Context: an optimization exercise on an open-source flow, tuned for small area, a short achievable clock period and few clock cycles per item. The choices shown serve that exercise and are no tape-out recipe.
In this exercise RTL edits were held to simulation tests only and were not proved equivalent to the original.

==> wip/garnet <==
==> flow/design.v <==
package bsm_pkg;
  localparam logic [7:0] OP_HALT = 8'd0;
  localparam logic [7:0] OP_PUSH = 8'd1;
  localparam logic [7:0] OP_POP  = 8'd2;
  localparam logic [7:0] OP_ADD  = 8'd3;
  localparam logic [7:0] OP_SUB  = 8'd4;
  localparam logic [7:0] OP_MUL  = 8'd5;
  localparam logic [7:0] OP_DIV  = 8'd6;
  localparam logic [2:0] ST_OK        = 3'd0;
  localparam logic [2:0] ST_POPPED    = 3'd1;
  localparam logic [2:0] ST_HALTED    = 3'd2;
  localparam logic [2:0] ST_OVERFLOW  = 3'd3;
  localparam logic [2:0] ST_UNDERFLOW = 3'd4;
  localparam logic [2:0] ST_DIVZERO   = 3'd5;
  localparam logic [2:0] ST_UNKNOWN   = 3'd6;
  localparam logic [2:0] ST_STOPPED   = 3'd7;
  typedef struct packed {
    logic [7:0] action;
    logic [7:0] operand_value;
  } in_item_t;
  typedef struct packed {
    logic [2:0] status;
    logic [7:0] result_value;
  } out_item_t;
  typedef struct packed {
    logic       load;       
    logic       rd_en;      
    logic       rd_next;    
    logic       lat_a;
    logic       lat_b;
    logic       wr_en;
    logic       wr_res;     
    logic       cnt_up;
    logic       cnt_dn;
    logic       set_stop;
    logic       alu_go;
    logic       div_go;
    logic       div_take;
    logic       out_load;
    logic [2:0] out_status;
  } cmd_t;
  typedef struct packed {
    logic [7:0] op;
    logic       stopped;
    logic       cnt_zero;
    logic       cnt_lt2;
    logic       cnt_full;
    logic       b_zero;
    logic       div_done;
    logic       out_free;
  } stat_t;
endpackage
module bsm_mul_csa (
  input  logic [7:0] a,
  input  logic [7:0] b,
  output logic [7:0] x,
  output logic [7:0] y,
  output logic [7:0] z
);
  wire t1 = a[0] & b[0];
  wire t2 = a[1] & b[0];
  wire t3 = a[2] & b[0];
  wire t4 = a[3] & b[0];
  wire t5 = a[4] & b[0];
  wire t6 = a[5] & b[0];
  wire t7 = a[6] & b[0];
  wire t8 = a[7] & b[0];
  wire t9 = a[0] & b[1];
  wire t10 = a[1] & b[1];
  wire t11 = a[2] & b[1];
  wire t12 = a[3] & b[1];
  wire t13 = a[4] & b[1];
  wire t14 = a[5] & b[1];
  wire t15 = a[6] & b[1];
  wire t16 = a[0] & b[2];
  wire t17 = a[1] & b[2];
  wire t18 = a[2] & b[2];
  wire t19 = a[3] & b[2];
  wire t20 = a[4] & b[2];
  wire t21 = a[5] & b[2];
  wire t22 = a[0] & b[3];
  wire t23 = a[1] & b[3];
  wire t24 = a[2] & b[3];
  wire t25 = a[3] & b[3];
  wire t26 = a[4] & b[3];
  wire t27 = a[0] & b[4];
  wire t28 = a[1] & b[4];
  wire t29 = a[2] & b[4];
  wire t30 = a[3] & b[4];
  wire t31 = a[0] & b[5];
  wire t32 = a[1] & b[5];
  wire t33 = a[2] & b[5];
  wire t34 = a[0] & b[6];
  wire t35 = a[1] & b[6];
  wire t36 = a[0] & b[7];
  wire t37 = t7 ^ t14;
  wire t38 = t7 & t14;
  wire t39 = t8 ^ t15 ^ t21;
  wire t40 = t26 ^ t30;
  wire t41 = t5 ^ t12;
  wire t42 = t5 & t12;
  wire t43 = t6 ^ t13 ^ t19;
  wire t44 = (t6 & t13) | (t6 & t19) | (t13 & t19);
  wire t45 = t24 ^ t28;
  wire t46 = t24 & t28;
  wire t47 = t20 ^ t25 ^ t29;
  wire t48 = (t20 & t25) | (t20 & t29) | (t25 & t29);
  wire t49 = t32 ^ t34 ^ t37;
  wire t50 = (t32 & t34) | (t32 & t37) | (t34 & t37);
  wire t51 = t33 ^ t35 ^ t36;
  wire t52 = t39 ^ t40 ^ t38;
  wire t53 = t4 ^ t11;
  wire t54 = t4 & t11;
  wire t55 = t18 ^ t23 ^ t27;
  wire t56 = (t18 & t23) | (t18 & t27) | (t23 & t27);
  wire t57 = t31 ^ t43 ^ t45;
  wire t58 = (t31 & t43) | (t31 & t45) | (t43 & t45);
  wire t59 = t47 ^ t49 ^ t44;
  wire t60 = (t47 & t49) | (t47 & t44) | (t49 & t44);
  wire t61 = t51 ^ t52 ^ t48;
  assign x = {t50, t46, t42, t41, t17, t3, t2, t1};
  assign y = {t61, t59, t57, t55, t22, t10, t9, 1'b0};
  assign z = {t60, t58, t56, t54, t53, t16, 1'b0, 1'b0};
endmodule
module byte_stack_machine (
  input  logic       clk_i,
  input  logic       rst_ni,
  input  logic       in_valid_i,
  output logic       in_stall_o,
  input  logic [7:0] in_action_i,
  input  logic [7:0] in_operand_i,
  output logic       out_valid_o,
  input  logic       out_stall_i,
  output logic [2:0] out_status_o,
  output logic [7:0] out_value_o
);
  localparam int DEPTH = 255;
  logic       ir_v;
  logic       ir_push, ir_pop, ir_bin, ir_halt;
  logic [1:0] ir_alu;   
  logic [7:0] ir_opd;
  logic       dn_q, up_q, hold_n_q;
  logic       stall_q;
  logic [7:0] e0;
  logic [7:0] q [DEPTH];
  logic [7:0] cnt_q;
  logic       zero_q, lt2_q, full_q, stop_q, bz_q;
  logic       busy_q;                
  logic       pend_q;                
  logic [1:0] k_q;
  logic [7:0] mx_q, my_q, mz_q;
  logic [7:0] rem_q, dvs_q;
  logic [9:0] dvs3_q;
  logic       mv_q, sv_q;
  logic [2:0] ms_q, ss_q;
  logic [7:0] mval_q, sval_q;
  logic [7:0] a, b, prod, top;
  assign a    = e0;
  assign b    = ~q[1];
  assign prod = 8'(mx_q + my_q + mz_q);
  assign top  = pend_q ? prod : e0;    
  logic go, accept;
  assign go     = ir_v & ~busy_q & ~sv_q & ~(pend_q & ir_bin);
  assign accept = in_valid_i & ~stall_q;
  assign in_stall_o = stall_q;
  logic is_mul, is_div;
  assign is_mul = (ir_alu == 2'd2);
  assign is_div = (ir_alu == 2'd3);
  logic mul_issue, div_issue;
  assign mul_issue = up_q & ir_bin & is_mul;
  assign div_issue = up_q & ir_bin & is_div;
  logic [2:0] res_st;
  logic [7:0] res_val;
  always_comb begin
    res_val = 8'd0;
    if (stop_q)            res_st = 3'd7;
    else if (ir_halt)      res_st = 3'd2;
    else if (ir_push)      res_st = full_q ? 3'd3 : 3'd0;
    else if (ir_pop) begin
      res_st  = zero_q ? 3'd4 : 3'd1;
      res_val = zero_q ? 8'd0 : top;
    end else if (ir_bin)   res_st = lt2_q ? 3'd4 : ((is_div & bz_q) ? 3'd5 : 3'd0);
    else                   res_st = 3'd6;
  end
  logic [7:0] mx, my, mz;
  bsm_mul_csa u_mul (.a(a), .b(b), .x(mx), .y(my), .z(mz));
  logic       lt_b, lt_2b;
  logic [1:0] dcls;    
  logic [7:0] rem0, quo0;
  assign lt_b  = (a < b);
  assign lt_2b = ({1'b0, a} < {b, 1'b0});
  always_comb begin
    if (b[7:6] != 2'b00)      dcls = 2'd0;
    else if (b[5:4] != 2'b00) dcls = 2'd1;
    else if (b[3:2] != 2'b00) dcls = 2'd2;
    else                      dcls = 2'd3;
    case (dcls)
      2'd0:    begin rem0 = {2'b0, a[7:2]}; quo0 = {a[1:0], 6'b0}; end
      2'd1:    begin rem0 = {4'b0, a[7:4]}; quo0 = {a[3:0], 4'b0}; end
      2'd2:    begin rem0 = {6'b0, a[7:6]}; quo0 = {a[5:0], 2'b0}; end
      default: begin rem0 = 8'd0;           quo0 = a;              end
    endcase
  end
  logic [7:0] top_up;
  always_comb begin
    if (ir_pop)      top_up = b;
    else if (is_div) top_up = lt_2b ? {7'd0, ~lt_b} : quo0;
    else if (ir_alu == 2'd1) top_up = a - b;
    else             top_up = a + b;
  end
  logic [9:0] dt, d1, d2, d3;
  logic [1:0] qd;
  logic [7:0] rem_n;
  assign dt = {rem_q, a[7:6]};
  assign d1 = dt - {2'b0, dvs_q};
  assign d2 = dt - {1'b0, dvs_q, 1'b0};
  assign d3 = dt - dvs3_q;
  always_comb begin
    if (dt >= dvs3_q)                    begin qd = 2'd3; rem_n = d3[7:0]; end
    else if (dt >= {1'b0, dvs_q, 1'b0})  begin qd = 2'd2; rem_n = d2[7:0]; end
    else if (dt >= {2'b0, dvs_q})        begin qd = 2'd1; rem_n = d1[7:0]; end
    else                                 begin qd = 2'd0; rem_n = dt[7:0]; end
  end
  logic e0_keep, e0_fwd;
  assign e0_fwd  = pend_q & ~dn_q & ~up_q;
  assign e0_keep = ~(dn_q | up_q | busy_q | pend_q);
  always_ff @(posedge clk_i) begin
    e0 <= ({8{dn_q}} & ir_opd) | ({8{up_q}} & top_up) | ({8{busy_q}} & {a[5:0], qd})
        | ({8{e0_fwd}} & prod) | ({8{e0_keep}} & e0);
  end
  assign q[0] = top;
  for (genvar i = 1; i < DEPTH; i++) begin : g_row
    logic [7:0] nxt;
    if (i == DEPTH - 1) begin : g_last
      assign nxt = 8'd0;
    end else begin : g_mid
      assign nxt = q[i+1];
    end
    always_ff @(posedge clk_i) begin
      q[i] <= ~(({8{dn_q}} & q[i-1]) | ({8{up_q}} & nxt) | ~({8{hold_n_q}} | q[i]));
    end
  end
  logic       busy_n, pend_n;
  always_comb begin
    busy_n = busy_q;
    if (div_issue && !lt_2b)             busy_n = 1'b1;
    else if (busy_q && k_q == 2'd0)      busy_n = 1'b0;
  end
  assign pend_n = mul_issue;
  always_ff @(posedge clk_i or negedge rst_ni) begin
    if (!rst_ni) begin
      busy_q <= 1'b0;
      pend_q <= 1'b0;
    end else begin
      busy_q <= busy_n;
      pend_q <= pend_n;
    end
  end
  always_ff @(posedge clk_i) begin
    mx_q <= mx;
    my_q <= my;
    mz_q <= mz;
    rem_q <= ({8{up_q}} & rem0) | ({8{~up_q}} & rem_n);
  end
  always_ff @(posedge clk_i) begin
    if (up_q) begin
      dvs_q      <= b;
      dvs3_q     <= {2'b0, b} + {1'b0, b, 1'b0};
      k_q        <= dcls;
    end else if (busy_q) begin
      k_q   <= k_q - 2'd1;
    end
  end
  logic m_take, sv_n;
  assign m_take = ~mv_q | ~out_stall_i;
  assign sv_n   = m_take ? 1'b0 : (sv_q | go);
  always_ff @(posedge clk_i or negedge rst_ni) begin
    if (!rst_ni) begin
      mv_q <= 1'b0;
      sv_q <= 1'b0;
    end else begin
      if (m_take) mv_q <= sv_q | go;
      sv_q <= sv_n;
    end
  end
  logic m_from_s, m_from_r, s_load;
  assign m_from_s = m_take & sv_q;
  assign m_from_r = m_take & ~sv_q;
  assign s_load   = ~m_take & go;
  always_ff @(posedge clk_i) begin
    ms_q   <= ({3{m_from_s}} & ss_q) | ({3{m_from_r}} & res_st) | ({3{~m_take}} & ms_q);
    mval_q <= ({8{m_from_s}} & sval_q) | ({8{m_from_r}} & res_val) | ({8{~m_take}} & mval_q);
    ss_q   <= ({3{s_load}} & res_st) | ({3{~s_load}} & ss_q);
    sval_q <= ({8{s_load}} & res_val) | ({8{~s_load}} & sval_q);
  end
  assign out_valid_o  = mv_q;
  assign out_status_o = ms_q;
  assign out_value_o  = mval_q;
  logic       ir_v_n;
  logic       n_push, n_pop, n_bin;
  logic [7:0] cnt_n;
  logic       zero_n, lt2_n, full_n, stop_n, bz_n, go_n, run_n, dn_n, up_n;
  assign ir_v_n = accept | (ir_v & ~go);
  assign n_push = accept ? (in_action_i == 8'd1) : ir_push;
  assign n_pop  = accept ? (in_action_i == 8'd2) : ir_pop;
  assign n_bin  = accept ? ((in_action_i >= 8'd3) && (in_action_i <= 8'd6)) : ir_bin;
  always_comb begin
    cnt_n = cnt_q;
    if (dn_q)      cnt_n = cnt_q + 8'd1;
    else if (up_q) cnt_n = cnt_q - 8'd1;
  end
  assign zero_n = dn_q ? 1'b0 : (up_q ? (cnt_q == 8'd1) : zero_q);
  assign lt2_n  = dn_q ? zero_q : (up_q ? (cnt_q <= 8'd2) : lt2_q);
  assign full_n = dn_q ? (cnt_q == 8'(DEPTH - 1)) : (up_q ? 1'b0 : full_q);
  logic err;
  assign err    = ir_halt | ~(ir_push | ir_pop | ir_bin) | (ir_push & full_q) | (ir_pop & zero_q)
                | (ir_bin & (lt2_q | (is_div & bz_q)));
  assign stop_n = stop_q | (go & err);
  assign bz_n   = dn_q ? (top == 8'd0) : (up_q ? (q[2] == 8'd0) : bz_q);
  assign go_n   = ir_v_n & ~busy_n & ~sv_n & ~(pend_n & n_bin);
  assign run_n  = go_n & ~stop_n;
  assign dn_n   = run_n & n_push;
  assign up_n   = run_n & (n_pop | n_bin);
  always_ff @(posedge clk_i or negedge rst_ni) begin
    if (!rst_ni) begin
      ir_v    <= 1'b0;
      dn_q    <= 1'b0;
      up_q    <= 1'b0;
      hold_n_q <= 1'b0;
      stall_q <= 1'b0;
      cnt_q   <= 8'd0;
      zero_q  <= 1'b1;
      lt2_q   <= 1'b1;
      full_q  <= 1'b0;
      stop_q  <= 1'b0;
      bz_q    <= 1'b0;
    end else begin
      ir_v    <= ir_v_n;
      dn_q    <= dn_n;
      up_q    <= up_n;
      hold_n_q <= dn_n | up_n;
      stall_q <= ir_v_n & ~go_n;
      cnt_q   <= cnt_n;
      zero_q  <= zero_n;
      lt2_q   <= lt2_n;
      full_q  <= full_n;
      stop_q  <= stop_n;
      bz_q    <= bz_n;
    end
  end
  always_ff @(posedge clk_i) begin
    if (accept) begin
      ir_push <= (in_action_i == 8'd1);
      ir_pop  <= (in_action_i == 8'd2);
      ir_bin  <= (in_action_i >= 8'd3) && (in_action_i <= 8'd6);
      ir_halt <= (in_action_i == 8'd0);
      ir_alu  <= 2'(in_action_i[2:0] - 3'd3);
      ir_opd  <= in_operand_i;
    end
  end
endmodule
==> flow/run.sh <==
#!/bin/bash
# synth_recipe.tcl (not shown) runs the flow's synth.tcl, then flattens the netlist and writes it again
# the make line also repeats each setting of config.mk as NAME=value (left out here)
make -C /OpenROAD-flow-scripts/flow DESIGN_CONFIG=/design/flow/config.mk WORK_HOME=/design/flow/orfs CLKGATE_MAP_FILE= SYNTH_SCRIPT=/design/flow/synth_recipe.tcl finish
==> flow/config.mk <==
export PLATFORM = sky130hd
export DESIGN_NAME = byte_stack_machine
export DESIGN_NICKNAME = byte_stack_machine
export VERILOG_FILES = /design/flow/design.v
export SDC_FILE = /design/flow/constraint.sdc
export NUM_CORES = 4
export LEC_CHECK = 0
export CAP_MARGIN = 20
export CORE_MARGIN = 2
export CORE_UTILIZATION = 40
export CTS_CLUSTER_SIZE = 20
export PLACE_DENSITY = 0.6
export SETUP_SLACK_MARGIN = 3.3
export SLEW_MARGIN = 20
==> flow/constraint.sdc <==
create_clock -name core_clock -period 6.0 [get_ports {clk_i}]
set_input_delay 1.2000 -clock core_clock [delete_from_list [all_inputs] [get_ports {clk_i}]]
set_output_delay 1.2000 -clock core_clock [all_outputs]
set_load 0.01 [all_outputs]
==> wip/fjord (differences from wip/garnet) <==
==> flow/design.v, changed modules only <==
module bsm_add3 (
  input  logic [7:0] x,
  input  logic [7:0] y,
  input  logic [7:0] z,
  output logic [7:0] s
);
  wire s1 = x[0] ^ y[0] ^ z[0];
  wire s2 = x[1] ^ y[1] ^ z[1];
  wire s3 = x[2] ^ y[2] ^ z[2];
  wire s4 = x[3] ^ y[3] ^ z[3];
  wire s5 = x[4] ^ y[4] ^ z[4];
  wire s6 = x[5] ^ y[5] ^ z[5];
  wire s7 = x[6] ^ y[6] ^ z[6];
  wire s8 = x[7] ^ y[7] ^ z[7];
  wire s9 = (x[0] & y[0]) | (x[0] & z[0]) | (y[0] & z[0]);
  wire s10 = (x[1] & y[1]) | (x[1] & z[1]) | (y[1] & z[1]);
  wire s11 = (x[2] & y[2]) | (x[2] & z[2]) | (y[2] & z[2]);
  wire s12 = (x[3] & y[3]) | (x[3] & z[3]) | (y[3] & z[3]);
  wire s13 = (x[4] & y[4]) | (x[4] & z[4]) | (y[4] & z[4]);
  wire s14 = (x[5] & y[5]) | (x[5] & z[5]) | (y[5] & z[5]);
  wire s15 = (x[6] & y[6]) | (x[6] & z[6]) | (y[6] & z[6]);
  wire s16 = s1 & 1'b0;
  wire s17 = s2 & s9;
  wire s18 = s3 & s10;
  wire s19 = s4 & s11;
  wire s20 = s5 & s12;
  wire s21 = s6 & s13;
  wire s22 = s7 & s14;
  wire s23 = s8 & s15;
  wire s24 = s1 ^ 1'b0;
  wire s25 = s2 ^ s9;
  wire s26 = s3 ^ s10;
  wire s27 = s4 ^ s11;
  wire s28 = s5 ^ s12;
  wire s29 = s6 ^ s13;
  wire s30 = s7 ^ s14;
  wire s31 = s8 ^ s15;
  wire s32 = s17 | (s25 & s16);
  wire s33 = s25 & s24;
  wire s34 = s19 | (s27 & s18);
  wire s35 = s27 & s26;
  wire s36 = s21 | (s29 & s20);
  wire s37 = s29 & s28;
  wire s38 = s23 | (s31 & s22);
  wire s39 = s31 & s30;
  wire s40 = s18 | (s26 & s32);
  wire s41 = s26 & s33;
  wire s42 = s34 | (s35 & s32);
  wire s43 = s35 & s33;
  wire s44 = s22 | (s30 & s36);
  wire s45 = s30 & s37;
  wire s46 = s38 | (s39 & s36);
  wire s47 = s39 & s37;
  wire s48 = s20 | (s28 & s42);
  wire s49 = s28 & s43;
  wire s50 = s36 | (s37 & s42);
  wire s51 = s37 & s43;
  wire s52 = s44 | (s45 & s42);
  wire s53 = s45 & s43;
  wire s54 = s46 | (s47 & s42);
  wire s55 = s47 & s43;
  wire s56 = s25 ^ s16;
  wire s57 = s26 ^ s32;
  wire s58 = s27 ^ s40;
  wire s59 = s28 ^ s42;
  wire s60 = s29 ^ s48;
  wire s61 = s30 ^ s50;
  wire s62 = s31 ^ s52;
  assign s = {s62, s61, s60, s59, s58, s57, s56, s24};
endmodule
module byte_stack_machine (
  input  logic       clk_i,
  input  logic       rst_ni,
  input  logic       in_valid_i,
  output logic       in_stall_o,
  input  logic [7:0] in_action_i,
  input  logic [7:0] in_operand_i,
  output logic       out_valid_o,
  input  logic       out_stall_i,
  output logic [2:0] out_status_o,
  output logic [7:0] out_value_o
);
  localparam int DEPTH = 255;
  logic       ir_v;
  logic       ir_push, ir_pop, ir_bin, ir_halt;
  logic [1:0] ir_alu;   
  logic [7:0] ir_opd;
  logic       dn_q, up_q, hold_n_q;
  logic       stall_q;
  logic [7:0] e0;
  logic [7:0] q [DEPTH];
  logic [7:0] cnt_q;
  logic       zero_q, lt2_q, full_q, stop_q;
  logic       busy_q;                
  logic       pend_q;                
  logic [1:0] k_q;
  logic [7:0] mx_q, my_q, mz_q;
  logic [7:0] rem_q, dvs_q;
  logic [9:0] dvs3_q;
  logic       mv_q, sv_q;
  logic [2:0] ms_q, ss_q;
  logic [7:0] mval_q, sval_q;
  logic [7:0] a, b, prod, top;
  assign a    = e0;
  assign b    = ~q[1];
  logic  b_zero;
  assign b_zero = (b == 8'd0);
  bsm_add3 u_prod (.x(mx_q), .y(my_q), .z(mz_q), .s(prod));
  assign top  = pend_q ? prod : e0;    
  logic go, accept;
  assign go     = ir_v & ~busy_q & ~sv_q & ~(pend_q & ir_bin);
  assign accept = in_valid_i & ~stall_q;
  assign in_stall_o = stall_q;
  logic is_mul, is_div;
  assign is_mul = (ir_alu == 2'd2);
  assign is_div = (ir_alu == 2'd3);
  logic mul_issue, div_issue;
  assign mul_issue = up_q & ir_bin & is_mul;
  assign div_issue = up_q & ir_bin & is_div;
  logic [2:0] res_st;
  logic [7:0] res_val;
  always_comb begin
    res_val = 8'd0;
    if (stop_q)            res_st = 3'd7;
    else if (ir_halt)      res_st = 3'd2;
    else if (ir_push)      res_st = full_q ? 3'd3 : 3'd0;
    else if (ir_pop) begin
      res_st  = zero_q ? 3'd4 : 3'd1;
      res_val = zero_q ? 8'd0 : top;
    end else if (ir_bin)   res_st = lt2_q ? 3'd4 : ((is_div & b_zero) ? 3'd5 : 3'd0);
    else                   res_st = 3'd6;
  end
  logic [7:0] mx, my, mz;
  bsm_mul_csa u_mul (.a(a), .b(b), .x(mx), .y(my), .z(mz));
  logic       lt_b, lt_2b;
  logic [1:0] dcls;    
  logic [7:0] rem0, quo0;
  assign lt_b  = (a < b);
  assign lt_2b = ({1'b0, a} < {b, 1'b0});
  always_comb begin
    if (b[7:6] != 2'b00)      dcls = 2'd0;
    else if (b[5:4] != 2'b00) dcls = 2'd1;
    else if (b[3:2] != 2'b00) dcls = 2'd2;
    else                      dcls = 2'd3;
    case (dcls)
      2'd0:    begin rem0 = {2'b0, a[7:2]}; quo0 = {a[1:0], 6'b0}; end
      2'd1:    begin rem0 = {4'b0, a[7:4]}; quo0 = {a[3:0], 4'b0}; end
      2'd2:    begin rem0 = {6'b0, a[7:6]}; quo0 = {a[5:0], 2'b0}; end
      default: begin rem0 = 8'd0;           quo0 = a;              end
    endcase
  end
  logic [7:0] top_up;
  always_comb begin
    if (ir_pop)      top_up = b;
    else if (is_div) top_up = lt_2b ? {7'd0, ~lt_b} : quo0;
    else if (ir_alu == 2'd1) top_up = a - b;
    else             top_up = a + b;
  end
  logic [9:0] dt, d1, d2, d3;
  logic [1:0] qd;
  logic [7:0] rem_n;
  assign dt = {rem_q, a[7:6]};
  assign d1 = dt - {2'b0, dvs_q};
  assign d2 = dt - {1'b0, dvs_q, 1'b0};
  assign d3 = dt - dvs3_q;
  always_comb begin
    if (dt >= dvs3_q)                    begin qd = 2'd3; rem_n = d3[7:0]; end
    else if (dt >= {1'b0, dvs_q, 1'b0})  begin qd = 2'd2; rem_n = d2[7:0]; end
    else if (dt >= {2'b0, dvs_q})        begin qd = 2'd1; rem_n = d1[7:0]; end
    else                                 begin qd = 2'd0; rem_n = dt[7:0]; end
  end
  logic e0_keep, e0_fwd;
  assign e0_fwd  = pend_q & ~dn_q & ~up_q;
  assign e0_keep = ~(dn_q | up_q | busy_q | pend_q);
  always_ff @(posedge clk_i) begin
    e0 <= ({8{dn_q}} & ir_opd) | ({8{up_q}} & top_up) | ({8{busy_q}} & {a[5:0], qd})
        | ({8{e0_fwd}} & prod) | ({8{e0_keep}} & e0);
  end
  assign q[0] = top;
  for (genvar i = 1; i < DEPTH; i++) begin : g_row
    logic [7:0] nxt;
    if (i == DEPTH - 1) begin : g_last
      assign nxt = 8'd0;
    end else begin : g_mid
      assign nxt = q[i+1];
    end
    always_ff @(posedge clk_i) begin
      q[i] <= ~(({8{dn_q}} & q[i-1]) | ({8{up_q}} & nxt) | ~({8{hold_n_q}} | q[i]));
    end
  end
  logic       busy_n, pend_n;
  always_comb begin
    busy_n = busy_q;
    if (div_issue && !lt_2b)             busy_n = 1'b1;
    else if (busy_q && k_q == 2'd0)      busy_n = 1'b0;
  end
  assign pend_n = mul_issue;
  always_ff @(posedge clk_i or negedge rst_ni) begin
    if (!rst_ni) begin
      busy_q <= 1'b0;
      pend_q <= 1'b0;
    end else begin
      busy_q <= busy_n;
      pend_q <= pend_n;
    end
  end
  always_ff @(posedge clk_i) begin
    mx_q <= mx;
    my_q <= my;
    mz_q <= mz;
    rem_q <= ({8{up_q}} & rem0) | ({8{~up_q}} & rem_n);
  end
  always_ff @(posedge clk_i) begin
    if (up_q) begin
      dvs_q      <= b;
      dvs3_q     <= {2'b0, b} + {1'b0, b, 1'b0};
      k_q        <= dcls;
    end else if (busy_q) begin
      k_q   <= k_q - 2'd1;
    end
  end
  logic m_take, sv_n;
  assign m_take = ~mv_q | ~out_stall_i;
  assign sv_n   = m_take ? 1'b0 : (sv_q | go);
  always_ff @(posedge clk_i or negedge rst_ni) begin
    if (!rst_ni) begin
      mv_q <= 1'b0;
      sv_q <= 1'b0;
    end else begin
      if (m_take) mv_q <= sv_q | go;
      sv_q <= sv_n;
    end
  end
  logic m_from_s, m_from_r;
  assign m_from_s = m_take & sv_q;
  assign m_from_r = m_take & ~sv_q;
  always_ff @(posedge clk_i) begin
    ms_q   <= ({3{m_from_s}} & ss_q) | ({3{m_from_r}} & res_st) | ({3{~m_take}} & ms_q);
    mval_q <= ({8{m_from_s}} & sval_q) | ({8{m_from_r}} & res_val) | ({8{~m_take}} & mval_q);
    if (!sv_q) begin
      ss_q   <= res_st;
      sval_q <= res_val;
    end
  end
  assign out_valid_o  = mv_q;
  assign out_status_o = ms_q;
  assign out_value_o  = mval_q;
  logic       ir_v_n;
  logic       n_push, n_pop, n_bin;
  logic [7:0] cnt_n;
  logic       zero_n, lt2_n, full_n, stop_n, go_n, run_n, dn_n, up_n;
  assign ir_v_n = accept | (ir_v & ~go);
  assign n_push = accept ? (in_action_i == 8'd1) : ir_push;
  assign n_pop  = accept ? (in_action_i == 8'd2) : ir_pop;
  assign n_bin  = accept ? ((in_action_i >= 8'd3) && (in_action_i <= 8'd6)) : ir_bin;
  always_comb begin
    cnt_n = cnt_q;
    if (dn_q)      cnt_n = cnt_q + 8'd1;
    else if (up_q) cnt_n = cnt_q - 8'd1;
  end
  assign zero_n = dn_q ? 1'b0 : (up_q ? (cnt_q == 8'd1) : zero_q);
  assign lt2_n  = dn_q ? zero_q : (up_q ? (cnt_q <= 8'd2) : lt2_q);
  assign full_n = dn_q ? (cnt_q == 8'(DEPTH - 1)) : (up_q ? 1'b0 : full_q);
  logic err;
  assign err    = ir_halt | ~(ir_push | ir_pop | ir_bin) | (ir_push & full_q) | (ir_pop & zero_q)
                | (ir_bin & (lt2_q | (is_div & b_zero)));
  assign stop_n = stop_q | (go & err);
  assign go_n   = ir_v_n & ~busy_n & ~sv_n & ~(pend_n & n_bin);
  assign run_n  = go_n & ~stop_n;
  assign dn_n   = run_n & n_push;
  assign up_n   = run_n & (n_pop | n_bin);
  always_ff @(posedge clk_i or negedge rst_ni) begin
    if (!rst_ni) begin
      ir_v    <= 1'b0;
      dn_q    <= 1'b0;
      up_q    <= 1'b0;
      hold_n_q <= 1'b0;
      stall_q <= 1'b0;
      cnt_q   <= 8'd0;
      zero_q  <= 1'b1;
      lt2_q   <= 1'b1;
      full_q  <= 1'b0;
      stop_q  <= 1'b0;
    end else begin
      ir_v    <= ir_v_n;
      dn_q    <= dn_n;
      up_q    <= up_n;
      hold_n_q <= dn_n | up_n;
      stall_q <= ir_v_n & ~go_n;
      cnt_q   <= cnt_n;
      zero_q  <= zero_n;
      lt2_q   <= lt2_n;
      full_q  <= full_n;
      stop_q  <= stop_n;
    end
  end
  always_ff @(posedge clk_i) begin
    if (accept) begin
      ir_push <= (in_action_i == 8'd1);
      ir_pop  <= (in_action_i == 8'd2);
      ir_bin  <= (in_action_i >= 8'd3) && (in_action_i <= 8'd6);
      ir_halt <= (in_action_i == 8'd0);
      ir_alu  <= 2'(in_action_i[2:0] - 3'd3);
      ir_opd  <= in_operand_i;
    end
  end
endmodule
CORE_UTILIZATION = 50   (was 40)
CTS_CLUSTER_DIAMETER = 100   (was default)
PLACE_DENSITY = 0.65   (was 0.6)
SETUP_SLACK_MARGIN = 3.45   (was 3.3)
==> impl_metrics.yaml <==
global_route:
  grt_max_degree: 262
clocking:
  path_clk_slew_ps: 70
  h-tree-depth: 4
cells_and_area:
  regArea_um2: 43500
run_status:
  outcome: "finished clean"
min_path:
  hold_end: "q[195][1]"
setup_path:
  startpoint: "mz_q[2]"
place:
  post-place-ws_ps: 2540
yosys:
  ys_ff_latch: 2146
power_and_ir_drop:
  finalPower_mw: 28.9
the above is filed under wip/garnet

==> impl_metrics.yaml <==
run_status:
  outcome: "finished clean"
cells_and_area:
  area_delta_synth_final_pct: 6.34
  regArea_um2: 43500
  nFlopsAndLatches: 2145
die:
  core_area_um2: 152000
timing:
  max_freq_mhz: 366
clocking:
  path_clk_slew_ps: 90
power_and_ir_drop:
  finalPower_mw: 24.0
  clk-power_mw: 8.05
  pg_comb_mw: 1.14
global_route:
  grt_max_degree: 269
yosys:
  ys_ff_latch: 2145
setup_path:
  cp.arrival_ps: 3370
  startpoint: "mx_q[2]"
the above is filed under wip/fjord

Testbench counts of wip/garnet, summed over its fixed seeds: cycles 17,507, items 16,000.
Testbench counts of wip/fjord, summed over its fixed seeds: cycles 17,507, items 16,000.

==> afterwards: timing with drivers on the ports <==
How much do the figures lean on ideal ports? The routed layouts below were timed once more, with nothing changed but the port constraints.
Step 1 assumes that a clkbuf_16 drives the clock port and a buf_2 every other input.
Step 2 also shifts input and output timing later by t, the mid clock arrival at the registers, as if the neighbouring blocks saw the same clock.
a / b / c = ideal ports / drivers / drivers and shift; a / b = the first two.
run | t (ns) | slack for setup (ns) | hold WS [ns]
wip/garnet | 0.895 | 3.250 / 3.250 / 2.533 | 0.435 / 0.435 / 0.435
wip/fjord | 0.820 | 3.271 / 3.271 / 2.907 | 0.398 / 0.340 / 0.443
After both steps every run listed still meets setup and hold. The setup slack of wip/garnet, which loses most, moves by 0.000 ns with the drivers and by -0.717 ns with both steps.
